Background: an optimization exercise with open tools, aiming at small area and a short achievable clock period. Do not read the settings as production practice. Where RTL was checked, it was by simulation tests only, not by an equivalence proof against the original. No activity file was given, so power comes from the tool's default toggle rates.

Design vc_circular_buffer, start of the top module:
module vc_circular_buffer #(
    parameter int FLIT_W      = 64,
    parameter int NUM_VC      = 4,
    parameter int BUFFER_SIZE = 8,
    parameter int OFF_THR     = BUFFER_SIZE - 2,
    parameter int ON_THR      = 1,
    localparam int VC_W       = (NUM_VC > 1) ? $clog2(NUM_VC) : 1,
    localparam int CNT_W      = $clog2(BUFFER_SIZE + 1)
) (
    input  logic                    clk,
    input  logic                    rst_n,
    input  logic                    write_i,
    input  logic [VC_W-1:0]         write_vc_i,
    input  logic [FLIT_W-1:0]       input_Data,
    input  logic                    read_i,
    input  logic [VC_W-1:0]         read_vc_i,
    output logic [FLIT_W-1:0]       output_Data,
    output logic [NUM_VC-1:0]       buf_empty,
    output logic [NUM_VC-1:0]       buf_full,
    output logic [NUM_VC-1:0]       buf_On_Off,
    output logic [NUM_VC*CNT_W-1:0] occupancy,
    output logic                    overflow_o,
    output logic                    underflow_o
);
Size: roughly 2,100 flip-flops, ~170 I/O pins, roughly 0.079 mm2 of cells after synthesis.
==> module vc_circular_buffer, before the edit <==
module vc_circular_buffer #(
    parameter int FLIT_W      = 64,
    parameter int NUM_VC      = 4,
    parameter int BUFFER_SIZE = 8,
    parameter int OFF_THR     = BUFFER_SIZE - 2,
    parameter int ON_THR      = 1,
    localparam int VC_W       = (NUM_VC > 1) ? $clog2(NUM_VC) : 1,
    localparam int CNT_W      = $clog2(BUFFER_SIZE + 1)
) (
    input  logic                    clk,
    input  logic                    rst_n,
    input  logic                    write_i,
    input  logic [VC_W-1:0]         write_vc_i,
    input  logic [FLIT_W-1:0]       input_Data,
    input  logic                    read_i,
    input  logic [VC_W-1:0]         read_vc_i,
    output logic [FLIT_W-1:0]       output_Data,
    output logic [NUM_VC-1:0]       buf_empty,
    output logic [NUM_VC-1:0]       buf_full,
    output logic [NUM_VC-1:0]       buf_On_Off,
    output logic [NUM_VC*CNT_W-1:0] occupancy,
    output logic                    overflow_o,
    output logic                    underflow_o
);
    localparam int BODY = BUFFER_SIZE - 1;
    localparam logic [CNT_W-1:0] CNT_FULL = CNT_W'(BUFFER_SIZE);
    localparam logic [CNT_W-1:0] CNT_OFF  = CNT_W'(OFF_THR);
    localparam logic [CNT_W-1:0] CNT_ON   = CNT_W'(ON_THR);
    logic [FLIT_W-1:0] head_q [NUM_VC];
    logic [FLIT_W-1:0] body_q [NUM_VC][BODY];
    logic [BODY-1:0]   bwp_q [NUM_VC];
    logic [BODY-1:0]   brp_q [NUM_VC];
    logic [CNT_W-1:0]  count_q [NUM_VC];
    logic [CNT_W-1:0]  count_d [NUM_VC];
    logic [NUM_VC-1:0] wr_dec;
    logic [NUM_VC-1:0] rd_dec;
    logic [NUM_VC-1:0] wr_sel;
    logic [NUM_VC-1:0] rd_sel;
    logic [NUM_VC-1:0] wr_ok;
    logic [NUM_VC-1:0] rd_ok;
    logic [NUM_VC-1:0] head_from_in;
    logic [NUM_VC-1:0] head_from_body;
    logic [NUM_VC-1:0] head_load;
    logic [NUM_VC-1:0] body_wr;
    logic [NUM_VC-1:0] on_off_q;
    logic              ovf_hit;
    logic              unf_hit;
    logic              overflow_q;
    logic              underflow_q;
    always_comb begin
        wr_dec    = NUM_VC'(1) << write_vc_i;
        rd_dec    = NUM_VC'(1) << read_vc_i;
        wr_sel    = write_i ? wr_dec : '0;
        rd_sel    = read_i ? rd_dec : '0;
        wr_ok     = '0;
        rd_ok     = '0;
        ovf_hit   = 1'b0;
        unf_hit   = 1'b0;
        buf_empty = '0;
        buf_full  = '0;
        occupancy = '0;
        for (int v = 0; v < NUM_VC; v++) begin
            rd_ok[v] = rd_sel[v] && (count_q[v] != '0);
            wr_ok[v] = wr_sel[v] && ((count_q[v] != CNT_FULL) || rd_ok[v]);
            count_d[v] = count_q[v] + CNT_W'(wr_ok[v]) - CNT_W'(rd_ok[v]);
            if (wr_sel[v] && !wr_ok[v]) ovf_hit = 1'b1;
            if (rd_sel[v] && !rd_ok[v]) unf_hit = 1'b1;
            buf_empty[v] = (count_q[v] == '0);
            buf_full[v]  = (count_q[v] == CNT_FULL);
            occupancy[v*CNT_W +: CNT_W] = count_q[v];
            head_from_in[v]   = wr_sel[v] && ((count_q[v] == '0) ||
                                              (count_q[v] == CNT_W'(1) && rd_sel[v]));
            head_load[v]      = rd_sel[v] || (wr_sel[v] && (count_q[v] == '0));
            head_from_body[v] = rd_ok[v] && (count_q[v] > CNT_W'(1));
            body_wr[v]        = wr_ok[v] && !head_from_in[v];
        end
    end
    logic [FLIT_W-1:0] head_d [NUM_VC];
    for (genvar v = 0; v < NUM_VC; v++) begin : g_head
        logic [BODY:0]          hsel;
        logic [(BODY+1)*FLIT_W-1:0] hsrc;
        always_comb begin
            hsel = {head_from_in[v], (count_q[v] > CNT_W'(1)) ? brp_q[v] : BODY'(0)};
            hsrc[BODY*FLIT_W +: FLIT_W] = input_Data;
            for (int i = 0; i < BODY; i++) hsrc[i*FLIT_W +: FLIT_W] = body_q[v][i];
        end
        vc_onehot_mux #(.N(BODY + 1), .W(FLIT_W)) u_hmux (
            .sel(hsel), .d(hsrc), .y(head_d[v])
        );
    end
    logic [NUM_VC*FLIT_W-1:0] heads;
    always_comb
        for (int v = 0; v < NUM_VC; v++) heads[v*FLIT_W +: FLIT_W] = head_q[v];
    vc_onehot_mux #(.N(NUM_VC), .W(FLIT_W)) u_omux (
        .sel(rd_dec), .d(heads), .y(output_Data)
    );
    always_ff @(posedge clk or negedge rst_n) begin
        if (!rst_n) begin
            for (int v = 0; v < NUM_VC; v++) begin
                bwp_q[v]    <= BODY'(1);
                brp_q[v]    <= BODY'(1);
                count_q[v]  <= '0;
                on_off_q[v] <= 1'b1;
            end
            overflow_q  <= 1'b0;
            underflow_q <= 1'b0;
        end else begin
            for (int v = 0; v < NUM_VC; v++) begin
                if (body_wr[v])        bwp_q[v] <= {bwp_q[v][BODY-2:0], bwp_q[v][BODY-1]};
                if (head_from_body[v]) brp_q[v] <= {brp_q[v][BODY-2:0], brp_q[v][BODY-1]};
                count_q[v] <= count_d[v];
                if (count_d[v] >= CNT_OFF) begin
                    on_off_q[v] <= 1'b0;
                end else if (count_d[v] <= CNT_ON) begin
                    on_off_q[v] <= 1'b1;
                end
            end
            overflow_q  <= overflow_q | ovf_hit;
            underflow_q <= underflow_q | unf_hit;
        end
    end
    always_ff @(posedge clk) begin
        for (int v = 0; v < NUM_VC; v++) begin
            if (head_load[v]) head_q[v] <= head_d[v];
            for (int i = 0; i < BODY; i++)
                if (body_wr[v] && bwp_q[v][i]) body_q[v][i] <= input_Data;
        end
    end
    assign buf_On_Off  = on_off_q;
    assign overflow_o  = overflow_q;
    assign underflow_o = underflow_q;
endmodule
==> flow/config.mk <==
export PLATFORM = sky130hd
export DESIGN_NAME = vc_circular_buffer
export DESIGN_NICKNAME = vc_circular_buffer
export VERILOG_FILES = /design/flow/design.v
export SDC_FILE = /design/flow/constraint.sdc
export NUM_CORES = 4
export LEC_CHECK = 0
export ABC_CLOCK_PERIOD_IN_PS = 3000
export CAP_MARGIN = 20
export CORE_MARGIN = 2
export CORE_UTILIZATION = 40
export CTS_CLUSTER_DIAMETER = 100
export CTS_CLUSTER_SIZE = 26
export SETUP_SLACK_MARGIN = 2.5
export SLEW_MARGIN = 20
export SYNTH_HIERARCHICAL = 1
export TNS_END_PERCENT = 5
==> flow/constraint.sdc <==
create_clock -name core_clock -period 5.5 [get_ports {clk}]
set_input_delay 1.1000 -clock core_clock [delete_from_list [all_inputs] [get_ports {clk}]]
set_output_delay 1.1000 -clock core_clock [all_outputs]
set_load 0.01 [all_outputs]
standard.sh (not shown) runs the stock make flow with config.mk's settings and CLKGATE_MAP_FILE= SYNTH_SCRIPT=/design/flow/synth_recipe.tcl, a recipe that flattens the netlist after the stock synthesis.
==> flow/flow/run.sh <==
#!/bin/bash
# The standard layout with two changes: the read_vc_i and output_Data pins
# are placed on one edge (flow/io.tcl, run before pin placement), and the
# resizer may change a cell's footprint when it sizes it.
set -euo pipefail
W=$(pwd)
bash standard.sh PRE_IO_PLACEMENT_TCL="$W/flow/io.tcl" MATCH_CELL_FOOTPRINT=0 finish > "$W/standard_flow.log" 2>&1
==> flow/flow/io.tcl <==
# Put the read-VC select in the middle of the data outputs, packed on a short
# stretch of one edge, so the head registers and the output select sit next to
# both and the select nets stay short.
set pins {}
for {set b 0} {$b < 32} {incr b} { lappend pins "output_Data\[$b\]" }
lappend pins {read_vc_i[0]} {read_vc_i[1]}
for {set b 32} {$b < 64} {incr b} { lappend pins "output_Data\[$b\]" }
set_io_pin_constraint -group -order -pin_names $pins -region bottom:140-300
Then changed:
--- a/flow/design.v
+++ b/flow/design.v
@@ -42,4 +42,8 @@
     logic [NUM_VC-1:0] head_from_body;
     logic [NUM_VC-1:0] head_load;
+    logic [NUM_VC-1:0] cnt_inc;
+    logic [NUM_VC-1:0] cnt_dec;
+    logic [NUM_VC-1:0] off_d;
+    logic [NUM_VC-1:0] on_d;
     logic [NUM_VC-1:0] body_wr;
     logic [NUM_VC-1:0] on_off_q;
@@ -74,4 +78,10 @@
             head_from_body[v] = rd_ok[v] && (count_q[v] > CNT_W'(1));
             body_wr[v]        = wr_ok[v] && !head_from_in[v];
+            cnt_inc[v]        = wr_ok[v] && !rd_ok[v];
+            cnt_dec[v]        = rd_ok[v] && !wr_ok[v];
+            off_d[v] = ((count_q[v] >= CNT_OFF) && !(count_q[v] == CNT_OFF && cnt_dec[v])) ||
+                       (count_q[v] == CNT_OFF - CNT_W'(1) && cnt_inc[v]);
+            on_d[v]  = ((count_q[v] <= CNT_ON) && !(count_q[v] == CNT_ON && cnt_inc[v])) ||
+                       (count_q[v] == CNT_ON + CNT_W'(1) && cnt_dec[v]);
         end
     end
@@ -89,10 +99,18 @@
         );
     end
-    logic [NUM_VC*FLIT_W-1:0] heads;
-    always_comb
-        for (int v = 0; v < NUM_VC; v++) heads[v*FLIT_W +: FLIT_W] = head_q[v];
-    vc_onehot_mux #(.N(NUM_VC), .W(FLIT_W)) u_omux (
-        .sel(rd_dec), .d(heads), .y(output_Data)
-    );
+    localparam int OUT_SLICES = 8;
+    localparam int SLICE_W    = FLIT_W / OUT_SLICES;
+    for (genvar s = 0; s < OUT_SLICES; s++) begin : g_out
+        logic [NUM_VC-1:0]         ssel;
+        logic [NUM_VC*SLICE_W-1:0] sd;
+        always_comb
+            for (int v = 0; v < NUM_VC; v++) sd[v*SLICE_W +: SLICE_W] = head_q[v][s*SLICE_W +: SLICE_W];
+        vc_decode #(.NUM_VC(NUM_VC), .VC_W(VC_W)) u_odec (
+            .vc(read_vc_i), .sel(ssel)
+        );
+        vc_onehot_mux #(.N(NUM_VC), .W(SLICE_W)) u_omux (
+            .sel(ssel), .d(sd), .y(output_Data[s*SLICE_W +: SLICE_W])
+        );
+    end
     always_ff @(posedge clk or negedge rst_n) begin
         if (!rst_n) begin
@@ -110,7 +128,7 @@
                 if (head_from_body[v]) brp_q[v] <= {brp_q[v][BODY-2:0], brp_q[v][BODY-1]};
                 count_q[v] <= count_d[v];
-                if (count_d[v] >= CNT_OFF) begin
+                if (off_d[v]) begin
                     on_off_q[v] <= 1'b0;
-                end else if (count_d[v] <= CNT_ON) begin
+                end else if (on_d[v]) begin
                     on_off_q[v] <= 1'b1;
                 end
@@ -144,2 +162,11 @@
     end
 endmodule
+module vc_decode #(
+    parameter int NUM_VC = 4,
+    parameter int VC_W   = 2
+) (
+    input  logic [VC_W-1:0]   vc,
+    output logic [NUM_VC-1:0] sel
+);
+    assign sel = NUM_VC'(1) << vc;
+endmodule
Outcome:
- clock skew grows by 0.022 ns
- sequential share of layout area falls by 1.0 points
- wire length rose by 6.2%
- via count grows by 2.7%
- total power goes up by 3.1%
- worst setup slack improves by 0.22 ns
- cell area grows by 1.4%
- count of clock-buffer cells in the layout rose by 25
- final cell count rises by 2.7%
- register-to-register slack gets better by 0.11 ns
Function not checked in the first run of this note: the RTL went through the layout flow alone.

## what the ideal ports hide
Ports are ideal in the flow. The routed layouts listed here were re-timed in OpenROAD.
Step 1 (the two cells are an assumption about what drives the block):
set clk [get_ports {clk}]
set_driving_cell -lib_cell sky130_fd_sc_hd__clkbuf_16 $clk
set_driving_cell -lib_cell sky130_fd_sc_hd__buf_2 [delete_from_list [all_inputs] $clk]
Step 2, shift: input delay + t, output delay - t, t = (earliest + latest rising clock arrival at the registers) / 2. This alone moves slack from input paths to output paths.
a / b / c = no drivers / after step 1 / after step 2; a / b = the first two.
| run | t, ns | slack for setup (ns) | worst setup path at the end | slew at the worst register clock pin (ns) | worst data-port slew with drivers (ns) |
|---|---|---|---|---|---|
| the first run | 0.843 | 2.001 / 1.942 / 1.562 | input to register | 0.11 / 0.11 | 0.15 |
| the second run | 0.843 | 2.225 / 1.762 / 1.435 | input to register | 0.11 / 0.11 | 0.63 |
After both steps setup and hold are still met in every run listed. The setup slack of the second run, which loses most, moves by -0.463 ns with the drivers and by -0.790 ns with both steps.
